This design comes from an exercise in tuning for small area on the open sky130 flow, not from production work. In this exercise RTL edits were held to simulation tests only and were not proved equivalent to the original.

## run.sh

```bash
#!/bin/bash
# synth_recipe.tcl (not shown) runs the flow's synth.tcl, then flattens the netlist and writes it again
# the make line also repeats each setting of config.mk as NAME=value (left out here)
make -C /OpenROAD-flow-scripts/flow DESIGN_CONFIG=/design/flow/config.mk WORK_HOME=/design/flow/orfs CLKGATE_MAP_FILE= SYNTH_SCRIPT=/design/flow/synth_recipe.tcl finish
```

## config.mk

```make
export PLATFORM = sky130hd
export DESIGN_NAME = gimli_permutation_core
export DESIGN_NICKNAME = gimli_permutation_core
export VERILOG_FILES = /design/flow/design.v
export SDC_FILE = /design/flow/constraint.sdc
export NUM_CORES = 4
export LEC_CHECK = 0
export CAP_MARGIN = 20
export CORE_MARGIN = 2
export CORE_UTILIZATION = 40
export PLACE_DENSITY = 0.6
export SLEW_MARGIN = 20
```

## constraint.sdc

```tcl
create_clock -name core_clock -period 5.0 [get_ports {clk}]
set_input_delay 1.0000 -clock core_clock [delete_from_list [all_inputs] [get_ports {clk}]]
set_output_delay 1.0000 -clock core_clock [all_outputs]
set_load 0.01 [all_outputs]
```

## design.v

```verilog
module gimli_permutation_core #(
  parameter int NUMBER_OF_ROUNDS = 24
) (
  input  logic         clk,
  input  logic         rst,
  input  logic [383:0] din_state,
  input  logic         din_valid,
  output logic         din_ready,
  output logic [383:0] dout_state,
  output logic         dout_valid,
  input  logic         dout_ready,
  output logic         busy
);
  localparam logic [31:0] RC_BASE = 32'h9e377900;
  logic       r_run, r_done;
  logic [6:0] r_cnt;           
  logic [1:0] r_s;             
  wire        w_idle = ~r_run & ~r_done;
  wire  [4:0] w_round = r_cnt[6:2];
  wire  [1:0] w_col   = r_cnt[1:0];
  wire        w_last  = (r_cnt == 7'd4);    
  logic [3:0][31:0] r_x, r_y, r_z;
  logic [1:0]  w_xa;
  logic [31:0] w_ix, w_ox, w_oy, w_oz, w_xw, w_px, w_py;
  assign w_xa = w_col ^ r_s;
  assign w_ix = r_x[w_xa];
  assign w_px = {w_ix[7:0], w_ix[31:8]};
  assign w_py = {r_y[3][22:0], r_y[3][31:23]};
  assign w_oz = w_px ^ (r_z[3] << 1) ^ ((w_py & r_z[3]) << 2);
  assign w_oy = w_py ^ w_px ^ ((w_px | r_z[3]) << 1);
  assign w_ox = r_z[3] ^ w_py ^ ((w_px & w_py) << 3);
  wire w_rc = (w_round[1:0] == 2'b00) && (w_col == 2'd1);
  assign w_xw = w_ox ^ ({32{w_rc}} & (RC_BASE | {27'd0, w_round}));
  always_ff @(posedge clk or posedge rst) begin
    if (rst) begin
      r_run  <= 1'b0;
      r_done <= 1'b0;
    end else begin
      if (w_idle) r_run <= din_valid;
      else if (r_run && w_last) begin
        r_run  <= 1'b0;
        r_done <= 1'b1;
      end else if (r_done && dout_ready) r_done <= 1'b0;
    end
  end
  always_ff @(posedge clk) begin
    if (w_idle) begin
      r_cnt <= {5'(NUMBER_OF_ROUNDS), 2'd3};
      r_s   <= 2'd0;
    end else if (r_run) begin
      r_cnt <= r_cnt - 7'd1;
      if (w_col == 2'd0) begin
        if (w_round[1:0] == 2'b00) r_s <= r_s ^ 2'd1;
        else if (w_round[1:0] == 2'b10) r_s <= r_s ^ 2'd2;
      end
    end
  end
  for (genvar k = 0; k < 4; k++) begin : g_st
    wire        w_xwe = r_run & (w_xa == 2'(k));
    wire        w_xh  = ~w_idle & ~w_xwe;
    wire [31:0] w_yn  = (k == 0) ? w_oy : r_y[(k+3)%4];
    wire [31:0] w_zn  = (k == 0) ? w_oz : r_z[(k+3)%4];
    always_ff @(posedge clk) begin
      r_x[k] <= ({32{w_idle}} & din_state[32*k +: 32])
              | ({32{w_xwe}}  & w_xw)
              | ({32{w_xh}}   & r_x[k]);
      r_y[k] <= ({32{w_idle}} & din_state[32*(k+4) +: 32])
              | ({32{r_run}}  & w_yn)
              | ({32{r_done}} & r_y[k]);
      r_z[k] <= ({32{w_idle}} & din_state[32*(k+8) +: 32])
              | ({32{r_run}}  & w_zn)
              | ({32{r_done}} & r_z[k]);
    end
    assign dout_state[32*k +: 32]     = r_x[k];
    assign dout_state[32*(k+4) +: 32] = r_y[k];
    assign dout_state[32*(k+8) +: 32] = r_z[k];
  end
  assign din_ready  = w_idle;
  assign busy       = r_run;
  assign dout_valid = r_done;
endmodule
```

==> results of run 1 <==
cell usage after synthesis:
master | instances | area share (%)
a21o_1 | 1 | 0.044
a21oi_1 | 4 | 0.12
o22ai_1 | 1 | 0.037
dfxtp_1 | 393 | 46
dfrtp_1 | 2 | 0.29
ha_1 | 62 | 4.5
xnor2_1 | 75 | 3.8
o21ai_0 | 70 | 2.0
nor2_1 | 158 | 3.5
xor2_2 | 1 | 0.095
mux4_2 | 32 | 4.2
a221o_1 | 121 | 7.1
nor4_1 | 1 | 0.037
o21ai_1 | 3 | 0.088
a22oi_1 | 263 | 12
clkbuf_2 | 1 | 0.029
buf_2 | 21 | 0.61
nand2_1 | 399 | 8.8
clkbuf_1 | 110 | 2.4
a31oi_1 | 4 | 0.15
xnor2_2 | 1 | 0.095
nor4b_1 | 1 | 0.051
nor3_1 | 1 | 0.029
buf_1 | 3 | 0.066
xor2_1 | 77 | 3.9
nand3_1 | 6 | 0.18
and3_1 | 2 | 0.073
inv_1 | 9 | 0.20
nor3b_1 | 1 | 0.044
cell families after synthesis:
logic type                 Yosys count  synth area share [%]
muxes                               32                  4.21
DFF                                395                  46.3
adders and majority gates           62                  4.53
AOI/OAI and AO/OA                  467                  21.1
xor gates and xnor gates           154                  7.97
and+or+nand+nor                    569                  12.6
buffers and inverters              144                  3.32
==> flow_metrics.tcl, run 1 <==
set metrics [dict create \
    die_x_microns 211 \
    die_h_microns 211 \
    syn-cell-area_sq_um 17100 \
    syn-instance-count 1823 \
    initial_core_util_pct 40.6 \
    yosys.cell_types.count 29 \
    seq_area_frac_synth_pct 46.3 \
    core.rowCount 75 \
    ys_warn_count 1 \
    firstError "[ERROR PPL-0024] Number of IO pins (775) exceeds maximum number of available positions (756). Increase the die perimeter from 843.44um to 1054.00um." \
    status "aborted with a tool error" \
    ys_ff_latch 395 \
    syn_area_per_cell_sq_um 9.39 \
    synth_nets 2273 \
    haltStage "I/O pin placement (3_2_place_iop)" \
]
==> inputs of run 2 (changes only) <==
==> flow/run.sh (new file) <==
#!/bin/bash
set -euo pipefail
export BUFFER_PORTS_ARGS="-buffer_cell sky130_fd_sc_hd__buf_1"
bash standard.sh > standard_flow.log 2>&1
==> standard.sh (new file) <==
#!/bin/bash
# synth_recipe.tcl (not shown) runs the flow's synth.tcl, then flattens the netlist and writes it again
# the make line also repeats each setting of config.mk as NAME=value (left out here)
make -C /OpenROAD-flow-scripts/flow DESIGN_CONFIG=/design/flow/config.mk WORK_HOME=/design/flow/orfs CLKGATE_MAP_FILE= SYNTH_SCRIPT=/design/flow/synth_recipe.tcl "${@:-finish}"
--- a/config.mk
+++ b/config.mk
@@ -6,7 +6,8 @@
 export NUM_CORES = 4
 export LEC_CHECK = 0
 export CAP_MARGIN = 20
-export CORE_MARGIN = 2
-export CORE_UTILIZATION = 40
-export PLACE_DENSITY = 0.6
+export CORE_AREA = 2 2 458 78
+export CTS_BUF_LIST = sky130_fd_sc_hd__clkbuf_4 sky130_fd_sc_hd__clkbuf_8
+export DIE_AREA = 0 0 460 80
+export PLACE_DENSITY = 0.65
 export SLEW_MARGIN = 20
removed: run.sh
==> run 2 against run 1 <==
Now clean on timing, DRC and antenna. Area after synthesis unchanged. Synthesized cell count unchanged.
==> flow_metrics.tcl, run 2 <==
set metrics [dict create \
    tightest_slew_ns 1.29 \
    tns_ns 0 \
    cp_common_cell "xnor2_1" \
    cp-start-kind "flip-flop" \
    ys_ff_latch 395 \
    fp.dieArea_sq_um 36800 \
    cts_buffers 45 \
    gr-total-overflow 0 \
    cts_tree "done" \
    core.rowCount 27 \
    layout-drive-gt1-share_pct 5.77 \
    synthArstFlopShare_pct 0.506 \
    finalHoldViolations 0 \
    status "no timing/DRC/antenna violations" \
    syn-instance-count 1823 \
    syn_area_per_cell_sq_um 9.39 \
    worst_clock_skew_ns 0.0420 \
    crit_buf_inv 0 \
    cts.clk_slew.worst_paths_ns 0.09 \
    drv_slew 0 \
    first_pass_iters 8 \
    viasPerCell 6.21 \
    num_vias 18900 \
    drc 0 \
    coreArea_sq_um 33400 \
    cp_slowest_cell "xnor2_1" \
    criticalPathCategory "flip-flop to flip-flop" \
    fillers 2984 \
    crit_chain "xnor2_4 -> mux4_2 -> ha_1 -> xnor2_1 -> xnor2_1 -> xnor2_1 -> o21ai_0" \
    finalCritPeriodShare_pct 80.2 \
    wl_per_cell_microns 30.4 \
    grt_pass1_wl_microns 124000 \
    synth_area_leaders "dfxtp_1 46%, a22oi_1 12%, nand2_1 8.8%" \
    fin_nets 2984 \
    multi_input_area_sq_um 8720 \
    hp-class "primary input to asynchronous set/reset pin" \
    area_delta_synth_final_pct 25.2 \
    top_regs "r_x (128), r_y (128), r_z (128)" \
    antenna_found_initial 17 \
    initial_core_util_pct 51.2 \
    drt-initial-drc-count 3101 \
    synth-main-ff-cell "dfxtp_1" \
    syn-cell-area_sq_um 17100 \
    arrival_ns 4.61 \
    grt_max_degree 200 \
    cts.sinks 395 \
    layout.area.seq_sq_um 7930 \
    crit_family "XOR/XNOR gates" \
    hold_slack_ns 0.143 \
    crit_path_end_kind "flip-flop" \
    drv_cap 0 \
    io_buffers 774 \
    setup_violations 0 \
    synth.top_cell.area_share_pct 46.0 \
    ant_nets 0 \
    synth_nets 2273 \
    synth_common_cells "399 x nand2_1, 393 x dfxtp_1, 263 x a22oi_1, 158 x nor2_1, 121 x a221o_1" \
    yosysMostFrequentCell "nand2_1" \
    cp_max_fo 19 \
    grt_pass1_vias 16600 \
    clock_path_buffers 3 \
    gr-usage-all-layers_pct 48.5 \
    clockRootBuffer "clkbuf_8" \
    yosys.area.top_type "dfxtp_1" \
    cts_setup_buffers 0 \
    mostFrequentLayoutCells "774 x buf_1, 399 x nand2_1, 393 x dfxtp_1" \
    yosys.cell_types.count 29 \
    maxSlewHeadroom_pct 14.0 \
    ys_warn_count 1 \
    cts_max_level 2 \
    die_x_microns 460 \
    wl_microns 92400 \
    synth-edff-count 0 \
    seq_area_frac_synth_pct 46.3 \
    clock_latency_ns 0.69 \
    place_congestion 1.12 \
    fmaxAchievable_mhz 249 \
    cpPeakStageDelay_ns 0.90 \
    pin_count 775 \
    postCtsHoldBufs 0 \
    rsz0062_at_grt "no" \
    worstPathRequired_ns 5.60 \
    dp_hpwl_microns 72200 \
    cts_resized 0 \
    period_needed_ns 4.01 \
    die_h_microns 80 \
    mostFrequentLayoutCell "buf_1" \
]
==> run 2: cell counts after synthesis <==
No cell type changed its count.
==> run 2: path summary, 6_finish.rpt <==
| kind | startpoint | end | slack [ns] | cells past startpoint |
|---|---|---|---|---|
| worst max-delay path | r_s[0] | r_x[127] | 0.99 | 7 |
| worst min-delay path | rst | r_run | 0.14 | 2 |
| worst max register to register | r_s[0] | r_x[127] | 0.99 | 7 |
| worst min register to register | r_y[59] | r_y[91] | 0.50 | 2 |
| max in group asynchronous | rst | r_done | 4.70 | 2 |
| min in group core_clock | din_state[365] | r_z[109] | 0.49 | 3 |
==> run 2: metal layers <==
| layer | vias to the layer above | routed length, microns | share of wire [%] | track usage (%) |
|---|---|---|---|---|
| met3 | 171 | 19800 | 21 | 38.8 |
| met2 | 1502 | 31800 | 34 | 54.7 |
| li1 | 7997 | - | - | - |
| met5 | - | 786 | 0.85 | 13.7 |
| met4 | 20 | 1190 | 1.3 | 5.10 |
| met1 | 9204 | 38800 | 42 | 67.2 |
==> run 2: kinds of logic after synthesis <==
group	share of synthesized area (%)
xor+xnor	7.97
simple gates	12.6
mux	4.21
compound gates	21.1
buf+inv	3.32
flops	46.3
fa+ha+maj	4.53
==> run 2: cell type report <==
type | instances | share of cell area (%)
inverters | 9 | 0.193
clock buffers | 75 | 4.32
well taps | 464 | 2.71
repair buffers | 799 | 14.9
clock inverters | 3 | 0.0817
multi-input cells | 1284 | 40.7
flip-flops and latches | 395 | 37.0
diodes | 13 | 0.152
==> run 2: per-stage QoR <==
stage	std cells	setup slack [ns]	util (%)	instance area [sq um]
after floorplan	1823	2.27	-	17100
after global routing	3038	0.976	64.1	21400
final	3042	0.991	64.1	21400
after global placement	2946	0.759	60.8	20300
after CTS	3027	1.22	63.8	21300
after detailed placement	2949	1.25	61.0	20400
==> inputs of run 3 (changes only) <==
==> design.v (replaced) <==
module gimli_permutation_core #(
  parameter int NUMBER_OF_ROUNDS = 24
) (
  input  logic         clk,
  input  logic         rst,
  input  logic [383:0] din_state,
  input  logic         din_valid,
  output logic         din_ready,
  output logic [383:0] dout_state,
  output logic         dout_valid,
  input  logic         dout_ready,
  output logic         busy
);
  localparam logic [31:0] RC_BASE = 32'h9e377900;
  logic       r_run, r_done;
  logic [6:0] r_cnt;           
  wire        w_idle  = ~r_run & ~r_done;
  wire  [4:0] w_round = r_cnt[6:2];
  wire  [1:0] w_col   = r_cnt[1:0];
  wire        w_last  = (r_cnt == 7'd4);    
  logic [3:0][31:0] r_x, r_y, r_z;
  logic [31:0] w_ox, w_oy, w_oz, w_xw, w_px, w_py;
  assign w_px = {r_x[3][7:0], r_x[3][31:8]};
  assign w_py = {r_y[3][22:0], r_y[3][31:23]};
  assign w_oz = w_px ^ (r_z[3] << 1) ^ ((w_py & r_z[3]) << 2);
  assign w_oy = w_py ^ w_px ^ ((w_px | r_z[3]) << 1);
  assign w_ox = r_z[3] ^ w_py ^ ((w_px & w_py) << 3);
  wire w_rc = (w_round[1:0] == 2'b00) && (w_col == 2'd1);
  assign w_xw = w_ox ^ ({32{w_rc}} & (RC_BASE | {27'd0, w_round}));
  wire w_sm = r_run & (w_round[1:0] == 2'b00) & ~w_col[0];   
  wire w_bg = r_run & (w_round[1:0] == 2'b10) & ~w_col[1];   
  wire w_x0_sh = r_run & ~w_sm & ~w_bg;
  wire w_x0_h  = r_done | w_sm | w_bg;
  wire w_x1_h  = r_done | w_bg;
  wire w_x2_sh = r_run & ~w_bg;
  always_ff @(posedge clk or posedge rst) begin
    if (rst) begin
      r_run  <= 1'b0;
      r_done <= 1'b0;
    end else begin
      if (w_idle) r_run <= din_valid;
      else if (r_run && w_last) begin
        r_run  <= 1'b0;
        r_done <= 1'b1;
      end else if (r_done && dout_ready) r_done <= 1'b0;
    end
  end
  always_ff @(posedge clk) begin
    if (w_idle) r_cnt <= {5'(NUMBER_OF_ROUNDS), 2'd3};
    else if (r_run) r_cnt <= r_cnt - 7'd1;
  end
  always_ff @(posedge clk) begin
    r_x[0] <= ({32{w_idle}} & din_state[0 +: 32]) | ({32{w_x0_sh}} & w_xw)
            | ({32{w_x0_h}} & r_x[0]);
    r_x[1] <= ({32{w_idle}} & din_state[32 +: 32]) | ({32{w_x0_sh}} & r_x[0])
            | ({32{w_sm}} & w_xw) | ({32{w_x1_h}} & r_x[1]);
    r_x[2] <= ({32{w_idle}} & din_state[64 +: 32]) | ({32{w_x2_sh}} & r_x[1])
            | ({32{w_bg}} & w_xw) | ({32{r_done}} & r_x[2]);
    r_x[3] <= ({32{w_idle}} & din_state[96 +: 32]) | ({32{r_run}} & r_x[2])
            | ({32{r_done}} & r_x[3]);
  end
  for (genvar k = 0; k < 4; k++) begin : g_yz
    wire [31:0] w_yn = (k == 0) ? w_oy : r_y[(k+3)%4];
    wire [31:0] w_zn = (k == 0) ? w_oz : r_z[(k+3)%4];
    always_ff @(posedge clk) begin
      r_y[k] <= ({32{w_idle}} & din_state[32*(k+4) +: 32])
              | ({32{r_run}}  & w_yn)
              | ({32{r_done}} & r_y[k]);
      r_z[k] <= ({32{w_idle}} & din_state[32*(k+8) +: 32])
              | ({32{r_run}}  & w_zn)
              | ({32{r_done}} & r_z[k]);
    end
    assign dout_state[32*k +: 32]     = r_x[k];
    assign dout_state[32*(k+4) +: 32] = r_y[k];
    assign dout_state[32*(k+8) +: 32] = r_z[k];
  end
  assign din_ready  = w_idle;
  assign busy       = r_run;
  assign dout_valid = r_done;
endmodule
--- a/config.mk
+++ b/config.mk
@@ -7,7 +7,7 @@
 export LEC_CHECK = 0
 export CAP_MARGIN = 20
 export CORE_AREA = 2 2 458 78
-export CTS_BUF_LIST = sky130_fd_sc_hd__clkbuf_4 sky130_fd_sc_hd__clkbuf_8
+export CTS_BUF_LIST = sky130_fd_sc_hd__clkbuf_4
 export DIE_AREA = 0 0 460 80
 export PLACE_DENSITY = 0.65
 export SLEW_MARGIN = 20
==> run 3 against run 2 <==
Wire length fell by 13%. Utilization fell by 0.76 points. Still clean on timing, DRC and antenna. Setup slack improved by 0.23 ns. Via count rose by 1.1%. Critical path depth fell by 4. Critical path type is now flip-flop to output pin. Area after synthesis fell by 0.23%.
==> flow_metrics.tcl, run 3 <==
set metrics [dict create \
    yosysMostFrequentCell "nand2_1" \
    gr-total-overflow 0 \
    area_delta_synth_final_pct 24.1 \
    crit_path_end_kind "output pin" \
    yosys.area.top_type "dfxtp_1" \
    top_regs "r_x (128), r_y (128), r_z (128)" \
    finalCritPeriodShare_pct 75.7 \
    rsz0062_at_grt "no" \
    fp.dieArea_sq_um 36800 \
    crit_buf_inv 2 \
    fmaxAchievable_mhz 264 \
    crit_chain "or2_2 -> inv_8 -> buf_1" \
    r2r_cells 6 \
    die_x_microns 460 \
    cp_max_fo 111 \
    status "no timing/DRC/antenna violations" \
    r2r_setup_slack_ns 2.03 \
    worst_clock_skew_ns 0.0822 \
    placed_area_sq_um 20200 \
    core.rowCount 27 \
    io_buffers 774 \
    cp_slowest_cell "dfrtp_4" \
    worstPathRequired_ns 4.00 \
    rr_endpoint "r_x[66]" \
    syn_area_per_cell_sq_um 8.58 \
    mostFrequentLayoutCells "774 x buf_1, 651 x nand2_1, 391 x dfxtp_1" \
    ant_nets 0 \
    fillers 3200 \
    wl_per_cell_microns 24.9 \
    period_needed_ns 3.78 \
    worst_slack_ns 1.22 \
    maxSlewHeadroom_pct 17.4 \
    die_h_microns 80 \
    synth_nets 2440 \
    syn-instance-count 1990 \
    fin_nets 3177 \
    cts_setup_buffers 0 \
    wl_microns 80700 \
    clockRootBuffer "clkbuf_4" \
    tightest_slew_ns 1.23 \
    criticalPathCategory "flip-flop to output pin" \
    viasPerCell 5.89 \
    crit_family "flip-flops" \
    setup_violations 0 \
    num_vias 19100 \
    ys_warn_count 1 \
    gr-usage-all-layers_pct 42.5 \
    holdPathEnd "r_y[125]" \
    synthArstFlopShare_pct 0.509 \
    cts.sinks 393 \
    drv_cap 0 \
    mostFrequentLayoutCell "buf_1" \
    synth-edff-count 0 \
    drc 0 \
    syn-cell-area_sq_um 17100 \
    layout-drive-gt1-share_pct 5.59 \
    postCtsHoldBufs 1 \
    tns_ns 0 \
    cts.clk_slew.worst_paths_ns 0.10 \
    synth-main-ff-cell "dfxtp_1" \
    min_path_cells 3 \
    seq_area_frac_synth_pct 46.1 \
    synth_area_leaders "dfxtp_1 46%, a22oi_1 16%, nand2_1 14%" \
    hp-class "primary input to flip-flop" \
    finalHoldViolations 0 \
    cts_max_level 3 \
    yosys.cell_types.count 37 \
    drv_slew 0 \
    arrival_ns 2.78 \
    coreArea_sq_um 33400 \
    fin_area_sq_um 21200 \
    synth_common_cells "651 x nand2_1, 391 x dfxtp_1, 361 x a22oi_1, 100 x nand3_1, 100 x xnor2_1" \
    cts_resized 0 \
    clock_path_buffers 3 \
    first_pass_iters 7 \
    cpPeakStageDelay_ns 0.71 \
    crit-reg2reg-launch "r_done" \
    drt-initial-drc-count 3340 \
    place_congestion 1.05 \
    grt_pass1_vias 17000 \
    hold_slack_ns 0.298 \
    worstHoldStart "din_state[253]" \
    grt_pass1_wl_microns 112000 \
    ys_ff_latch 393 \
    synth.top_cell.area_share_pct 45.8 \
    cts_buffers 73 \
    postLayoutCoreUtil_pct 63.3 \
    clock_latency_ns 0.88 \
    dpl_worst_slack_ns 2.14 \
    dp_hpwl_microns 61100 \
    pin_count 775 \
    grt_max_degree 223 \
    initial_core_util_pct 51.1 \
    cp-start-kind "flip-flop" \
    antenna_found_initial 3 \
    cts_tree "done" \
]
## run 3: worst max-delay path by stage
stage	from	endpoint	slack (ns)	cells past startpoint
2_1_floorplan	r_run	din_ready	2.65	5
3_3_place_gp	r_done	r_x[63]	2.17	5
3_5_place_dp	r_done	r_x[66]	2.14	6
4_1_cts	r_done	din_ready	1.26	3
5_1_grt	r_done	din_ready	1.14	3
6_report	r_done	din_ready	1.22	3
## run 3: layer usage
metal  vias up  wire [microns]  track usage, %
met5         -             706            4.62
met1      9231           35300            62.2
met2      1218           30200            52.2
li1       8524               -               -
met3       115           13400            22.6
met4         8            1020            7.99
## run 3: stage by stage
| stage | cells |
|---|---|
| after detailed placement | 3115 |
| final | 3242 |
| after CTS | 3239 |
| after floorplan | 1990 |
| after global routing | 3239 |
| after global placement | 3113 |
## run 3: area by class of cell
cell class / count / area (sq um) / share of cell area (%)
clock inverters: 13 / 75.1 / 0.354
flip-flops and latches: 393 / 7890 / 37.2
inverters: 18 / 75.1 / 0.354
well taps: 464 / 581 / 2.74
diodes: 3 / 7.51 / 0.0354
repair buffers: 802 / 3150 / 14.9
multi-input cells: 1439 / 8580 / 40.5
clock buffers: 110 / 826 / 3.90
## run 3: kinds of logic after synthesis
kind of cell	share of synthesized area, %
buf+inv	3.93
xor+xnor	6.36
fa+ha+maj	4.54
simple gates	19.2
flops	46.1
mux	0.125
compound gates	19.7
## run 3: tightest hold or removal path, cell delays in order
cell	delay (ns)
buf_1	0.07
nand2_1	0.04
nand2_1	0.05
==> inputs of run 4 (changes only) <==
==> flow/run.sh (replaced) <==
#!/bin/bash
# The standard layout with three changes:
#  - synthesis is ORFS's own, but its ABC step maps for area (flow/abc_map.script);
#    yosys and the flip-flop mapping are unchanged, so the registers are the same;
#  - the port buffers use the smallest buffer cell;
#  - clock tree: clkbuf_8 leaf clusters of up to 12 sinks, no dummy loads.
set -euo pipefail
here=$PWD
rm -rf "$here/orfs_scripts"
cp -r "$FLOW_HOME/scripts" "$here/orfs_scripts"
cp "$here/flow/abc_map.script" "$here/orfs_scripts/abc_speed.script"
SCRIPTS_DIR="$here/orfs_scripts" bash standard.sh synth > synth_stage.log 2>&1
export BUFFER_PORTS_ARGS="-buffer_cell sky130_fd_sc_hd__buf_1"
export CTS_ARGS="-sink_clustering_enable -repair_clock_nets -buf_list sky130_fd_sc_hd__clkbuf_8 -dont_use_dummy_load -sink_clustering_size 12 -sink_clustering_max_diameter 30"
bash standard.sh > layout_stages.log 2>&1
==> flow/abc_map.script (new file) <==
strash
dch
amap
topo
--- a/config.mk
+++ b/config.mk
@@ -7,7 +7,6 @@
 export LEC_CHECK = 0
 export CAP_MARGIN = 20
 export CORE_AREA = 2 2 458 78
-export CTS_BUF_LIST = sky130_fd_sc_hd__clkbuf_4
 export DIE_AREA = 0 0 460 80
 export PLACE_DENSITY = 0.65
 export SLEW_MARGIN = 20
==> run 4 against run 3 <==
Still clean. First-iteration DRC count is 19% higher. Worst hold slack worse by 0.11 ns. Die area stayed put. Clock-buffer cell count is 72 lower. Final area is 5.5% lower. Via count is 5.5% lower.
==> flow_metrics.tcl, run 4 <==
set metrics [dict create \
    synth.top_cell.area_share_pct 49.6 \
    synthMuxAreaShare_pct 0 \
    top_regs "r_x (128), r_y (128), r_z (128)" \
    drc 0 \
    yosys.area.top_type "dfxtp_1" \
    syn-cell-area_sq_um 15800 \
    fin_nets 2845 \
    r2r_setup_slack_ns 1.18 \
    synth-compound-area-share_pct 33.7 \
    area_delta_synth_final_pct 26.9 \
    worst_clock_skew_ns 0.0515 \
    crit_path_end_kind "flip-flop" \
    hold_slack_ns 0.190 \
    ant_nets 0 \
    io_buffers 774 \
    dpl_worst_slack_ns 1.43 \
    cts_tree "done" \
    synth-edff-count 0 \
    coreArea_sq_um 33400 \
    cts.sinks 393 \
    cpPeakStageDelay_ns 0.82 \
    yosys.cell_types.count 24 \
    worst_slack_ns 1.18 \
    rsz0062_at_grt "no" \
    pin_count 775 \
    fp.dieArea_sq_um 36800 \
    arrival_ns 4.30 \
    finalHoldViolations 0 \
    drt-initial-drc-count 3983 \
    core.rowCount 27 \
    r2r_cells 9 \
    num_vias 18000 \
    clockRootBuffer "clkbuf_8" \
    synth-main-ff-cell "dfxtp_1" \
    initial_core_util_pct 47.2 \
    syn_area_per_cell_sq_um 10.1 \
    cts_max_level 2 \
    tightest_slew_ns 1.16 \
    yosysMostFrequentCell "dfxtp_1" \
    status "no timing/DRC/antenna violations" \
    cts_buffers 38 \
    antenna_found_initial 3 \
    grt_max_degree 199 \
    drv_slew 0 \
    seq_area_frac_synth_pct 49.9 \
    crit_buf_inv 3 \
    die_h_microns 80 \
    setup_violations 0 \
    layout.area.seq_sq_um 7890 \
    ys_ff_latch 393 \
    cp-start-kind "flip-flop" \
    synthArstFlopShare_pct 0.509 \
    fmaxAchievable_mhz 262 \
    synth_fa_ha_area_share_pct 4.92 \
    postCtsHoldBufs 0 \
    crit_chain "nand3_1 -> nor2_1 -> clkinv_1 -> nand2_2 -> nor2_4 -> clkinv_1 -> buf_4 -> nor2_1 -> a221o_1" \
    gr-usage-all-layers_pct 40.2 \
    criticalPathCategory "flip-flop to flip-flop" \
    ys_warn_count 1 \
    cts.clk_slew.worst_paths_ns 0.09 \
    cts_resized 0 \
    place_congestion 0.993 \
    cp_slowest_cell "dfrtp_4" \
    layout-drive-gt1-share_pct 2.84 \
    mostFrequentLayoutCell "buf_1" \
    period_needed_ns 3.82 \
    cp_max_fo 49 \
    mostFrequentLayoutCells "774 x buf_1, 391 x dfxtp_1, 274 x clkinv_1" \
    crit-reg2reg-launch "r_run" \
    crit_family "simple AND/OR/NAND/NOR gates" \
    grt_pass1_vias 15600 \
    synth-simple-area-share_pct 4.83 \
    gr-total-overflow 0 \
    wl_per_cell_microns 27.2 \
    tns_ns 0 \
    synth_common_cells "391 x dfxtp_1, 275 x clkinv_1, 222 x a222oi_1, 94 x a221o_1" \
    synth_top_family_by_area "compound AO/OA/AOI/OAI gates" \
    grt_pass1_wl_microns 107000 \
    worstPathRequired_ns 5.48 \
    syn-instance-count 1563 \
    synth_xor_area_share_pct 0.0555 \
    synth_area_leaders "dfxtp_1 50%, a222oi_1 14%, clkinv_1 6.5%" \
    cts_setup_buffers 0 \
    clock_latency_ns 0.63 \
    fillers 3093 \
    maxSlewHeadroom_pct 22.1 \
    synth_nets 2013 \
    rr_endpoint "r_x[6]" \
    multi_input_area_sq_um 6910 \
    finalCritPeriodShare_pct 76.4 \
    die_x_microns 460 \
    first_pass_iters 17 \
    clock_path_buffers 3 \
    wl_microns 77800 \
    viasPerCell 6.30 \
    hp-class "primary input to asynchronous set/reset pin" \
    drv_cap 0 \
    dp_hpwl_microns 58700 \
]
## run 4: changes by cell type in the layout (fill, tap and decap cells not counted), sizes merged, moves of 60 or more
cell,change
a21oi,+80
a221o,+88
a222oi,+192
a22oi,-293
clkbuf,-72
clkinv,+263
nand2,-616
nand3,-96
nor2,+70
nor3,+60
xnor2,-99
## run 4: kinds of logic after synthesis
group | Yosys count
simple gates | 180
compound gates | 652
buf+inv | 275
flops | 393
fa+ha+maj | 62
xor+xnor | 1
## run 4: final cells by class
cell class                      instances  share of cell area, %
Sequential cell                       393                   39.4
Clock buffer                           38                   2.61
Timing Repair Buffer                  792                   15.4
Inverter                              275                   5.16
Antenna cell                            4                 0.0500
Tap cell                              464                   2.90
Multi-Input combinational cell        895                   34.5
## run 4: worst max-delay path by stage
stage	startpoint	endpoint	slack, ns	cells past startpoint
3_3_place_gp	r_run	r_x[5]	1.41	9
3_5_place_dp	r_run	r_x[6]	1.43	9
2_1_floorplan	r_done	r_cnt[2]	-9.77	4
4_1_cts	r_run	r_x[6]	1.38	9
6_report	r_run	r_x[6]	1.18	9
5_1_grt	r_run	r_x[6]	1.08	9
## run 4: worst reg2reg max path, delay by kind of cell, from the launching register on
kind,cells,cell delay (ns)
and+or+nand+nor,5,1.81
AOI/OAI and AO/OA,1,0.28
DFF,1,0.82
buffers and inverters,3,0.76
## run 4: per-layer routing
| metal | part of all wire [%] | track usage [%] | vias to the layer above |
|---|---|---|---|
| met5 | 0.0090 | 0 | - |
| met4 | 1.1 | 6.09 | 2 |
| met3 | 17 | 22.3 | 87 |
| li1 | - | - | 7994 |
| met1 | 43 | 57.9 | 8773 |
| met2 | 39 | 50.9 | 1182 |
## run 4: through the flow
stage | area, sq um | util [%] | std cells
detailed placement | 19500 | 58.2 | 2819
global placement | 19500 | 58.2 | 2819
floorplan | 15800 | - | 1563
global route | 20000 | 59.8 | 2857
CTS | 20000 | 59.8 | 2857
finish | 20000 | 59.9 | 2861
==> inputs of run 5 (changes only) <==
==> config.mk (replaced) <==
export PLATFORM = sky130hd
export DESIGN_NAME = gimli_permutation_core
export DESIGN_NICKNAME = gimli_permutation_core
export VERILOG_FILES = /design/flow/design.v
export SDC_FILE = /design/flow/constraint.sdc
export NUM_CORES = 4
export LEC_CHECK = 0
export CAP_MARGIN = 10
export CORE_AREA = 2 2 458 118
export DIE_AREA = 0 0 460 120
export PLACE_DENSITY = 0.6
export SLEW_MARGIN = 10
==> run 5 against run 4 <==
Still clean. Flip-flop and latch count unchanged. Die area rose by 50%. Global-route usage fell by 14 points. Setup slack improved by 0.30 ns. Synthesized cell count is the same. Final area rose by 1.9%. Sequential share of layout area shrank 0.73 points. Critical endpoint is now dout_valid.
==> flow_metrics.tcl, run 5 <==
set metrics [dict create \
    crit_path_end_kind "output pin" \
    drv_cap 0 \
    tns_ns 0 \
    layout.area.seq_sq_um 7890 \
    cp_max_fo 87 \
    synthArstFlopShare_pct 0.509 \
    cts_resized 0 \
    worst_slack_ns 1.49 \
    multi_input_area_sq_um 6890 \
    dp.cells 3061 \
    synth_common_cells "391 x dfxtp_1, 275 x clkinv_1, 222 x a222oi_1, 94 x a221o_1" \
    hp-class "primary input to asynchronous set/reset pin" \
    setup_violations 0 \
    top_regs "r_x (128), r_y (128), r_z (128)" \
    grt_max_degree 172 \
    cts_max_level 2 \
    synth-edff-count 0 \
    die_x_microns 460 \
    clock_latency_ns 0.64 \
    num_vias 17500 \
    wl_per_cell_microns 24.5 \
    layout-drive-gt1-share_pct 3.00 \
    rsz0062_at_grt "no" \
    drv_slew 0 \
    syn_area_per_cell_sq_um 10.1 \
    ys_warn_count 1 \
    mostFrequentLayoutCell "buf_1" \
    postCtsHoldBufs 0 \
    crit_chain "buf_4 -> buf_1" \
    cts.sinks 393 \
    worst_clock_skew_ns 0.0716 \
    drt-initial-drc-count 2904 \
    area_delta_synth_final_pct 29.3 \
    grt_use_met1_pct 36.7 \
    ys_ff_latch 393 \
    grt.met3_usage_pct 10.4 \
    clockRootBuffer "clkbuf_8" \
    fmaxAchievable_mhz 285 \
    dp_hpwl_microns 56600 \
    die_h_microns 120 \
    synth-main-ff-cell "dfxtp_1" \
    initial_core_util_pct 30.3 \
    finalHoldViolations 0 \
    ant_nets 0 \
    cts_buffers 44 \
    gr-total-overflow 0 \
    cp-start-kind "flip-flop" \
    synth_nets 2013 \
    fin_nets 2853 \
    cpPeakStageDelay_ns 1.14 \
    finalCritPeriodShare_pct 70.3 \
    use_met2_pct 37.8 \
    finalNonFillerCells 3109 \
    yosys.area.top_type "dfxtp_1" \
    cts_setup_buffers 0 \
    mostFrequentLayoutCells "774 x buf_1, 391 x dfxtp_1, 274 x clkinv_1" \
    drc 0 \
    pin_count 775 \
    status "no timing/DRC/antenna violations" \
    yosysMostFrequentCell "dfxtp_1" \
    criticalPathCategory "flip-flop to output pin" \
    io_buffers 774 \
    arrival_ns 2.51 \
    grt_pass1_wl_microns 107000 \
    tightest_slew_ns 1.08 \
    coreArea_sq_um 52000 \
    place_congestion 0.966 \
    gr-usage-all-layers_pct 26.2 \
    maxSlewHeadroom_pct 27.2 \
    core.rowCount 42 \
    viasPerCell 5.62 \
    cts.clk_slew.worst_paths_ns 0.09 \
    globalRoute.busiestLayer "met2" \
    period_needed_ns 3.51 \
    synth.top_cell.area_share_pct 49.6 \
    cts_tree "done" \
    yosys.cell_types.count 24 \
    clock_path_buffers 3 \
    seq_area_frac_synth_pct 49.9 \
    syn-instance-count 1563 \
    synth_area_leaders "dfxtp_1 50%, a222oi_1 14%, clkinv_1 6.5%" \
    fillers 5428 \
    cp_slowest_cell "dfrtp_4" \
    antenna_found_initial 5 \
    syn-cell-area_sq_um 15800 \
    grt_pass1_vias 15600 \
    fp.dieArea_sq_um 55200 \
    first_pass_iters 14 \
    wl_microns 76300 \
    dpl_worst_slack_ns 2.13 \
    worstPathRequired_ns 4.00 \
]
[run 5: cell counts after synthesis]
Identical to the previous run, type by type.
[run 5: per-layer routing]
metal | vias up | part of all wire, %
met5 | - | 0.016
met4 | 2 | 1.6
met3 | 97 | 12
met2 | 909 | 43
met1 | 8435 | 43
li1 | 8025 | -
[run 5: cell type report]
class	count	share of cell area (%)
clock buffer	44	2.97
tap	704	4.32
inverter	275	5.06
sequential	393	38.7
antenna	4	0.0491
timing repair buffer	794	15.2
multi-input combinational	895	33.8
[run 5: path summary, 6_finish.rpt]
path                        start         end  slack, ns  cells past startpoint
min reg2reg                r_y[5]     r_y[37]       0.49                      2
max                        r_done  dout_valid       1.49                      2
max in group asynchronous     rst       r_run       4.68                      2
max reg2reg                r_done    r_y[117]       1.79                      4
min in group core_clock    r_y[5]     r_y[37]       0.49                      2
min                           rst      r_done       0.18                      2
[run 5: kinds of logic after synthesis]
logic type	after synthesis	share of synthesized area, %
compound gates	652	33.7
xor+xnor	1	0.0555
fa+ha+maj	62	4.92
buf+inv	275	6.54
flops	393	49.9
simple gates	180	4.83
[run 5: critical path, delay by kind of cell, from the launching register on]
kind,cells,cell delay (ns)
DFF,1,1.14
buffers and inverters,2,0.71
[run 5: stage by stage]
step                      utilization, %  cell area [sq um]  hold WS (ns)
after floorplan                        -              15800         0.445
after global placement              38.0              19800         0.468
after detailed placement            38.0              19800         0.473
after CTS                           39.2              20400         0.118
after global routing                39.2              20400         0.124
final                               39.2              20400         0.178
==> inputs of run 6 (changes only) <==
==> flow/run.sh (replaced) <==
#!/bin/bash
# The standard layout with three changes:
#  - synthesis is ORFS's own, but its ABC step maps for area (flow/abc_map.script);
#    yosys and the flip-flop mapping are unchanged, so the registers are the same;
#  - the port buffers use the smallest buffer cell;
#  - clock tree: clkbuf_8 leaf clusters of up to 14 sinks, no dummy loads.
set -euo pipefail
here=$PWD
rm -rf "$here/orfs_scripts"
cp -r "$FLOW_HOME/scripts" "$here/orfs_scripts"
cp "$here/flow/abc_map.script" "$here/orfs_scripts/abc_speed.script"
SCRIPTS_DIR="$here/orfs_scripts" bash standard.sh synth > synth_stage.log 2>&1
export BUFFER_PORTS_ARGS="-buffer_cell sky130_fd_sc_hd__buf_1"
export CTS_ARGS="-sink_clustering_enable -repair_clock_nets -buf_list sky130_fd_sc_hd__clkbuf_8 -dont_use_dummy_load -sink_clustering_size 14 -sink_clustering_max_diameter 30"
bash standard.sh > layout_stages.log 2>&1
==> config.mk (replaced) <==
export PLATFORM = sky130hd
export DESIGN_NAME = gimli_permutation_core
export DESIGN_NICKNAME = gimli_permutation_core
export VERILOG_FILES = /design/flow/design.v
export SDC_FILE = /design/flow/constraint.sdc
export NUM_CORES = 4
export LEC_CHECK = 0
export CAP_MARGIN = 20
export CORE_AREA = 2 2 458 78
export DIE_AREA = 0 0 460 80
export PLACE_DENSITY = 0.65
export SLEW_MARGIN = 20
==> run 6 against run 5 <==
Still clean. Setup slack worse by 0.24 ns. Highest routed layer unchanged. Die area is 33% lower. Via count rose by 3.6%. Wire length rose by 2.0%. First-iteration DRC count rose by 31%. Final cell count down 8.2%. Utilization up 21 points. Maximum frequency fell by 6.5%.
==> flow_metrics.tcl, run 6 <==
set metrics [dict create \
    fmaxAchievable_mhz 266 \
    synth-compound-area-share_pct 33.7 \
    dp_hpwl_microns 58700 \
    fillers 3110 \
    mostFrequentLayoutCells "774 x buf_1, 391 x dfxtp_1, 274 x clkinv_1" \
    worst_clock_skew_ns 0.0534 \
    first_pass_iters 15 \
    grt_pass1_wl_microns 107000 \
    synthArstFlopShare_pct 0.509 \
    cts_tree "done" \
    pin_count 775 \
    status "no timing/DRC/antenna violations" \
    fin_nets 2842 \
    wl_per_cell_microns 27.2 \
    ant_nets 0 \
    synth_fa_ha_area_share_pct 4.92 \
    worstPathRequired_ns 5.49 \
    grt_max_degree 199 \
    yosys.area.top_type "dfxtp_1" \
    rsz0062_at_grt "no" \
    layout-drive-gt1-share_pct 2.68 \
    drc 0 \
    yosysMostFrequentCell "dfxtp_1" \
    gr-total-overflow 0 \
    top_regs "r_x (128), r_y (128), r_z (128)" \
    drv_slew 0 \
    die_x_microns 460 \
    hp-class "primary input to asynchronous set/reset pin" \
    drv_cap 0 \
    cts_buffers 34 \
    fp.dieArea_sq_um 36800 \
    setup_violations 0 \
    antenna_cells 0 \
    antenna_found_initial 2 \
    cts.sinks 393 \
    finalHoldViolations 0 \
    maxSlewHeadroom_pct 17.9 \
    crit_path_start "r_run" \
    multi_input_area_sq_um 6910 \
    drt-initial-drc-count 3812 \
    arrival_ns 4.25 \
    clock_latency_ns 0.63 \
    mostFrequentLayoutCell "buf_1" \
    ys_ff_latch 393 \
    die_h_microns 80 \
    finalNonFillerCells 2854 \
    synth.top_cell.area_share_pct 49.6 \
    place_congestion 0.993 \
    clock_path_buffers 3 \
    tightest_slew_ns 1.23 \
    crit-reg2reg-launch "r_run" \
    gr-usage-all-layers_pct 40.1 \
    initial_core_util_pct 47.2 \
    wl_microns 77800 \
    syn-instance-count 1563 \
    grt_pass1_vias 15700 \
    seq_area_frac_synth_pct 49.9 \
    r2r_cells 9 \
    ys_warn_count 1 \
    coreArea_sq_um 33400 \
    cts_resized 0 \
    synth-main-ff-cell "dfxtp_1" \
    synth_area_leaders "dfxtp_1 50%, a222oi_1 14%, clkinv_1 6.5%" \
    synth_xor_area_share_pct 0.0555 \
    core.rowCount 27 \
    syn_area_per_cell_sq_um 10.1 \
    finalCritPeriodShare_pct 75.1 \
    r2r_setup_slack_ns 1.24 \
    postCtsHoldBufs 0 \
    synthMuxAreaShare_pct 0 \
    synth_nets 2013 \
    synth-simple-area-share_pct 4.83 \
    layout.area.seq_sq_um 7890 \
    cts_setup_buffers 0 \
    cp-start-kind "flip-flop" \
    cts.clk_slew.worst_paths_ns 0.10 \
    period_needed_ns 3.76 \
    yosys.cell_types.count 24 \
    criticalPathCategory "flip-flop to flip-flop" \
    rr_endpoint "r_x[25]" \
    io_buffers 774 \
    synth_top_family_by_area "compound AO/OA/AOI/OAI gates" \
    cp_max_fo 49 \
    dp.cells 2819 \
    viasPerCell 6.34 \
    num_vias 18100 \
    worst_slack_ns 1.24 \
    clockRootBuffer "clkbuf_8" \
    syn-cell-area_sq_um 15800 \
    dpl_worst_slack_ns 1.43 \
    cts_max_level 2 \
    crit_path_end_kind "flip-flop" \
    area_delta_synth_final_pct 26.6 \
    synth-edff-count 0 \
    synth_common_cells "391 x dfxtp_1, 275 x clkinv_1, 222 x a222oi_1, 94 x a221o_1" \
]
run 6: metrics by stage:
step	TNS (ns)	hold WS, ns	utilization, %	instance area (sq um)
after global placement	0	0.460	58.2	19500
after floorplan	-3606.53	0.445	-	15800
after CTS	0	0.205	59.6	19900
after detailed placement	0	0.465	58.2	19500
final	0	0.215	59.7	20000
after global routing	0	0.188	59.7	20000
run 6: metal layers:
| layer | GRT usage [%] | up-vias | wire length (microns) |
|---|---|---|---|
| met2 | 51.9 | 1183 | 30500 |
| met1 | 58.1 | 8854 | 33400 |
| met3 | 21.4 | 83 | 13100 |
| met4 | 4.87 | 2 | 776 |
| li1 | - | 7980 | - |
| met5 | 0 | - | 7 |
run 6: worst max-delay path by stage:
stage | to | slack (ns) | cells after the start
floorplan | r_cnt[2] | -9.77 | 4
global placement | r_x[5] | 1.41 | 9
detailed placement | r_x[6] | 1.43 | 9
CTS | r_x[25] | 1.40 | 9
global route | r_x[24] | 1.10 | 9
finish | r_x[25] | 1.24 | 9
run 6: cell families (layout without fill, tap and decap cells):
group,count (synthesis),after routing
and+or+nand+nor,180,180
buffers and inverters,275,1102
adders and majority gates,62,62
xor gates and xnor gates,1,1
DFF,393,393
AOI/OAI and AO/OA,652,652
run 6: cell type report:
class / instances / share of cell area, %
Sequential cell: 393 / 39.5
Multi-Input combinational cell: 895 / 34.6
Tap cell: 464 / 2.91
Timing Repair Buffer: 793 / 15.5
Inverter: 275 / 5.17
Clock buffer: 34 / 2.34
run 6: worst max-delay path, cell delays in order, from the launching register on:
cell and delay, ns:
dfrtp_4 0.83, nand3_1 0.17, nor2_1 0.36, clkinv_1 0.18, nand2_2 0.70, nor2_4 0.41, clkinv_1 0.11, buf_4 0.42
nor2_1 0.09, a221o_1 0.28
==> inputs of run 7 (changes only) <==
--- a/config.mk
+++ b/config.mk
@@ -8,5 +8,5 @@
 export CAP_MARGIN = 20
 export CORE_AREA = 2 2 458 78
 export DIE_AREA = 0 0 460 80
-export PLACE_DENSITY = 0.65
+export PLACE_DENSITY = 0.8
 export SLEW_MARGIN = 20
==> run 7 against run 6 <==
Still clean on timing, DRC and antenna. Die area unchanged. Wire length shrank 1.1%. Critical path type unchanged. Critical endpoint is now r_x[22].
==> flow_metrics.tcl, run 7 <==
set metrics [dict create \
    area_delta_synth_final_pct 26.4 \
    pin_count 775 \
    grt_pass1_wl_microns 107000 \
    cts_setup_buffers 0 \
    drv_slew 0 \
    crit_path_end_kind "flip-flop" \
    worst_slack_ns 1.07 \
    rsz0062_at_grt "no" \
    initial_core_util_pct 47.2 \
    top_regs "r_x (128), r_y (128), r_z (128)" \
    syn-cell-area_sq_um 15800 \
    synth_common_cells "391 x dfxtp_1, 275 x clkinv_1, 222 x a222oi_1, 94 x a221o_1" \
    fp.dieArea_sq_um 36800 \
    cts_resized 0 \
    dp.cells 2816 \
    ant_nets 0 \
    drc 0 \
    finalHoldViolations 0 \
    grt_pass1_vias 16100 \
    worstPathRequired_ns 5.54 \
    period_needed_ns 3.93 \
    coreArea_sq_um 33400 \
    cp-start-kind "flip-flop" \
    worst_clock_skew_ns 0.0638 \
    grt_max_degree 176 \
    dpl_worst_slack_ns 1.31 \
    layout-drive-gt1-share_pct 2.31 \
    crit_path_start "r_run" \
    grt.met3_usage_pct 15.7 \
    maxSlewHeadroom_pct 25.7 \
    clock_path_buffers 3 \
    num_vias 18700 \
    fmaxAchievable_mhz 254 \
    multi_input_area_sq_um 6890 \
    globalRoute.busiestLayer "met1" \
    viasPerCell 6.55 \
    cts.clk_slew.worst_paths_ns 0.10 \
    first_pass_iters 17 \
    clock_latency_ns 0.63 \
    yosys.area.top_type "dfxtp_1" \
    status "no timing/DRC/antenna violations" \
    die_h_microns 80 \
    postCtsHoldBufs 0 \
    synth-main-ff-cell "dfxtp_1" \
    hp-class "primary input to asynchronous set/reset pin" \
    synth-edff-count 0 \
    fillers 2980 \
    finalNonFillerCells 2854 \
    synthArstFlopShare_pct 0.509 \
    cts_max_level 2 \
    criticalPathCategory "flip-flop to flip-flop" \
    wl_per_cell_microns 26.9 \
    layout.area.seq_sq_um 7890 \
    syn_area_per_cell_sq_um 10.1 \
    tightest_slew_ns 1.10 \
    place_congestion 1.03 \
    use_met2_pct 54.9 \
    core.rowCount 27 \
    mostFrequentLayoutCells "774 x buf_1, 391 x dfxtp_1, 275 x clkinv_1" \
    seq_area_frac_synth_pct 49.9 \
    mostFrequentLayoutCell "buf_1" \
    synth_nets 2013 \
    cp_max_fo 55 \
    cts_buffers 34 \
    die_x_microns 460 \
    hold_slack_ns 0.215 \
    cts_tree "done" \
    grt_use_met1_pct 56.3 \
    setup_violations 0 \
    gr-usage-all-layers_pct 39.3 \
    yosysMostFrequentCell "dfxtp_1" \
    wl_microns 76900 \
    antenna_found_initial 4 \
    finalCritPeriodShare_pct 78.6 \
    synth.top_cell.area_share_pct 49.6 \
    io_buffers 774 \
    fin_nets 2838 \
    crit-reg2reg-launch "r_run" \
    synth_area_leaders "dfxtp_1 50%, a222oi_1 14%, clkinv_1 6.5%" \
    drv_cap 0 \
    cts.sinks 393 \
    tns_ns 0 \
    yosys.cell_types.count 24 \
    ys_warn_count 1 \
    arrival_ns 4.47 \
    gr-total-overflow 0 \
    clockRootBuffer "clkbuf_8" \
    syn-instance-count 1563 \
    drt-initial-drc-count 5407 \
    postLayoutCoreUtil_pct 59.6 \
    ys_ff_latch 393 \
    dp_hpwl_microns 58000 \
]
run 7: cell counts after synthesis:
No cell type changed its count.
run 7: critical path, stage by stage, from the launching register on:
cell      delay [ns]
dfrtp_4         0.74
nand3_1         0.20
nor2_1          0.11
clkinv_1        0.08
nand2_2         0.07
nor2_4          0.87
clkinv_1        1.00
buf_4           0.48
nor2_1          0.13
a221o_1         0.13
run 7: per-stage QoR:
step | area [sq um]
after floorplan | 15800
after global placement | 19500
after detailed placement | 19500
after CTS | 19900
after global routing | 19900
final | 19900
run 7: worst paths after layout:
path                            to  slack [ns]  cells after the start
max                        r_x[22]        1.07                      9
min                          r_run        0.21                      2
max reg2reg                r_x[22]        1.07                      9
min reg2reg                r_x[33]        0.49                      2
max in group asynchronous   r_done        4.66                      2
min in group core_clock    r_x[33]        0.49                      2
run 7: final cells by class:
cell class	instances	area share, %
Inverter	275	5.18
Antenna cell	4	0.0502
Multi-Input combinational cell	895	34.6
Tap cell	464	2.91
Sequential cell	393	39.6
Timing Repair Buffer	789	15.4
Clock buffer	34	2.35
run 7: metal layers:
| metal | routed length (microns) | share of wire [%] |
|---|---|---|
| met1 | 30600 | 40 |
| met2 | 31300 | 41 |
| met3 | 13400 | 17 |
| met4 | 1630 | 2.1 |
| met5 | 27 | 0.035 |
run 7: kinds of logic after synthesis:
logic type / Yosys count / share of synthesized area [%]
and+or+nand+nor: 180 / 4.83
AOI/OAI and AO/OA: 652 / 33.7
buffers and inverters: 275 / 6.54
adders and majority gates: 62 / 4.92
DFF: 393 / 49.9
xor gates and xnor gates: 1 / 0.0555
==> inputs of run 8 (changes only) <==
--- a/config.mk
+++ b/config.mk
@@ -5,8 +5,8 @@
 export SDC_FILE = /design/flow/constraint.sdc
 export NUM_CORES = 4
 export LEC_CHECK = 0
-export CAP_MARGIN = 20
+export CAP_MARGIN = 5
 export CORE_AREA = 2 2 458 78
 export DIE_AREA = 0 0 460 80
 export PLACE_DENSITY = 0.8
-export SLEW_MARGIN = 20
+export SLEW_MARGIN = 5
==> run 8 against run 7 <==
Still clean. Die area is the same. Final cell count is the same. Worst hold slack gained 0.0023 ns. Clock-buffer cell count is the same. Synthesized cell count is the same. Critical endpoint unchanged.
==> flow_metrics.tcl, run 8 <==
set metrics [dict create \
    cts_buffers 34 \
    syn-instance-count 1563 \
    ys_warn_count 1 \
    synth-simple-area-share_pct 4.83 \
    first_pass_iters 22 \
    drt-initial-drc-count 5409 \
    io_buffers 774 \
    hold_slack_ns 0.217 \
    r2r_setup_slack_ns 1.10 \
    syn-cell-area_sq_um 15800 \
    mostFrequentLayoutCells "774 x buf_1, 391 x dfxtp_1, 275 x clkinv_1" \
    synth_area_leaders "dfxtp_1 50%, a222oi_1 14%, clkinv_1 6.5%" \
    ant_nets 0 \
    finalCritPeriodShare_pct 78.1 \
    cpPeakStageDelay_ns 0.99 \
    viasPerCell 6.54 \
    dpl_worst_slack_ns 1.31 \
    cts_setup_buffers 0 \
    layout-drive-gt1-share_pct 2.31 \
    r2r_cells 9 \
    fmaxAchievable_mhz 256 \
    postCtsHoldBufs 0 \
    status "no timing/DRC/antenna violations" \
    tightest_slew_ns 1.37 \
    synth-edff-count 0 \
    ys_ff_latch 393 \
    drv_cap 0 \
    rr_endpoint "r_x[22]" \
    cts_max_level 2 \
    crit_buf_inv 3 \
    coreArea_sq_um 33400 \
    clockRootBuffer "clkbuf_8" \
    syn_area_per_cell_sq_um 10.1 \
    drc 0 \
    cp_max_fo 55 \
    grt_pass1_wl_microns 107000 \
    cp_slowest_cell "clkinv_1" \
    synthMuxAreaShare_pct 0 \
    crit-reg2reg-launch "r_run" \
    synth_common_cells "391 x dfxtp_1, 275 x clkinv_1, 222 x a222oi_1, 94 x a221o_1" \
    gr-usage-all-layers_pct 39.3 \
    yosysMostFrequentCell "dfxtp_1" \
    wl_microns 77000 \
    rsz0062_at_grt "no" \
    hp-class "primary input to asynchronous set/reset pin" \
    arrival_ns 4.44 \
    cts_tree "done" \
    cts.clk_slew.worst_paths_ns 0.10 \
    seq_area_frac_synth_pct 49.9 \
    initial_core_util_pct 47.2 \
    antenna_found_initial 4 \
    wl_per_cell_microns 27.0 \
    cts.sinks 393 \
    synth.top_cell.area_share_pct 49.6 \
    synth-compound-area-share_pct 33.7 \
    cts_resized 0 \
    yosys.cell_types.count 24 \
    pin_count 775 \
    die_x_microns 460 \
    criticalPathCategory "flip-flop to flip-flop" \
    gr-total-overflow 0 \
    core.rowCount 27 \
    place_congestion 1.03 \
    setup_violations 0 \
    dp_hpwl_microns 58000 \
    worst_clock_skew_ns 0.0668 \
    finalHoldViolations 0 \
    crit_path_end_kind "flip-flop" \
    die_h_microns 80 \
    fp.dieArea_sq_um 36800 \
    fillers 2981 \
    synth_top_family_by_area "compound AO/OA/AOI/OAI gates" \
    synth_nets 2013 \
    yosys.area.top_type "dfxtp_1" \
    crit_family "buffers and inverters" \
    mostFrequentLayoutCell "buf_1" \
    drv_slew 0 \
    period_needed_ns 3.90 \
    crit_chain "nand3_1 -> nor2_1 -> clkinv_1 -> nand2_2 -> nor2_4 -> clkinv_1 -> buf_4 -> nor2_1 -> a221o_1" \
    synthArstFlopShare_pct 0.509 \
    grt_pass1_vias 16100 \
    maxSlewHeadroom_pct 8.01 \
    fin_nets 2838 \
    synth_xor_area_share_pct 0.0555 \
    clock_latency_ns 0.63 \
    synth-main-ff-cell "dfxtp_1" \
    postLayoutCoreUtil_pct 59.6 \
    area_delta_synth_final_pct 26.4 \
    top_regs "r_x (128), r_y (128), r_z (128)" \
    num_vias 18700 \
    grt_max_degree 176 \
    worst_slack_ns 1.10 \
    worstPathRequired_ns 5.54 \
    synth_fa_ha_area_share_pct 4.92 \
    cp-start-kind "flip-flop" \
    clock_path_buffers 3 \
]
-- run 8: cell types whose count changed in the layout (fill, tap and decap cells not counted) --
| cell | previous run | this run |
|---|---|---|
| o21ai_0 | 63 | 64 |
| o21ai_1 | 18 | 17 |
-- run 8: kinds of logic (layout without fill, tap and decap cells) --
| family | after synthesis | after routing |
|---|---|---|
| buf+inv | 275 | 1098 |
| other cells | 0 | 4 |
| xor+xnor | 1 | 1 |
| compound gates | 652 | 652 |
| flops | 393 | 393 |
| simple gates | 180 | 180 |
| fa+ha+maj | 62 | 62 |
-- run 8: final cells by class --
| type | instances | area (sq um) | share of cell area (%) |
|---|---|---|---|
| Sequential cell | 393 | 7890 | 39.6 |
| Multi-Input combinational cell | 895 | 6890 | 34.6 |
| Timing Repair Buffer | 789 | 3070 | 15.4 |
| Inverter | 275 | 1030 | 5.18 |
| Tap cell | 464 | 581 | 2.91 |
| Clock buffer | 34 | 468 | 2.35 |
| Antenna cell | 4 | 10.0 | 0.0502 |
-- run 8: layer usage --
metal	track usage (%)	up-vias	share of wire, %
met1	56.3	8971	40
met4	7.73	4	1.9
li1	-	7955	-
met2	54.9	1543	41
met3	15.7	178	17
met5	0	-	0.11
-- run 8: worst reg2reg max path, cell delays in order, from the launching register on --
cell and delay, ns:
dfrtp_4 0.74, nand3_1 0.24, nor2_1 0.11, clkinv_1 0.08
nand2_2 0.07, nor2_4 0.85, clkinv_1 1.02, buf_4 0.48
nor2_1 0.14, a221o_1 0.13
-- run 8: stage by stage --
stage          TNS (ns)  cell area (sq um)  cells
2_1_floorplan  -3606.53              15800   1563
3_5_place_dp          0              19500   2816
3_3_place_gp          0              19500   2816
5_1_grt               0              19900   2852
4_1_cts               0              19900   2850
6_report              0              19900   2854
-- run 8: worst max-delay path by stage --
| stage | from | end | slack [ns] | cells after the start |
|---|---|---|---|---|
| 6_report | r_run | r_x[22] | 1.10 | 9 |
| 5_1_grt | r_run | r_x[22] | 1.01 | 9 |
| 4_1_cts | r_run | r_x[22] | 1.27 | 9 |
| 3_5_place_dp | r_run | r_x[22] | 1.31 | 9 |
| 3_3_place_gp | r_run | r_x[25] | 1.44 | 9 |
| 2_1_floorplan | r_done | r_cnt[2] | -9.77 | 4 |

[re-timing with driven ports]
Ports are ideal in the flow. The routed layouts listed here were re-timed in OpenROAD. Step 1 assumes that a clkbuf_16 drives the clock port and a buf_2 every other input. Step 2 also shifts input and output timing later by t, the mid clock arrival at the registers, as if the neighbouring blocks saw the same clock. Three values: ideal ports, drivers, drivers and shift; two values: the first two.
run | t (ns) | setup slack, ns | worst hold slack (ns) | clock arrival spread, ns | slew at the worst register clock pin (ns)
run 2 | 0.730 | 0.991 / 0.991 / 0.991 | 0.143 / 0.158 / 0.496 | 0.043 / 0.043 | 0.10 / 0.10
run 3 | 0.898 | 1.217 / 1.160 / 2.026 | 0.298 / 0.274 / 0.452 | 0.083 / 0.083 | 0.11 / 0.11
run 4 | 0.662 | 1.182 / 1.182 / 1.182 | 0.190 / 0.174 / 0.486 | 0.054 / 0.054 | 0.10 / 0.10
run 5 | 0.662 | 1.486 / 1.430 / 1.794 | 0.178 / 0.162 / 0.488 | 0.079 / 0.078 | 0.10 / 0.10
run 6 | 0.662 | 1.243 / 1.243 / 1.243 | 0.215 / 0.202 / 0.484 | 0.064 / 0.063 | 0.11 / 0.11
run 7 | 0.639 | 1.068 / 1.068 / 1.068 | 0.215 / 0.209 / 0.494 | 0.064 / 0.064 | 0.11 / 0.11
run 8 | 0.638 | 1.096 / 1.096 / 1.096 | 0.217 / 0.211 / 0.492 | 0.067 / 0.068 | 0.12 / 0.12
After both steps setup and hold are still met in every run listed.
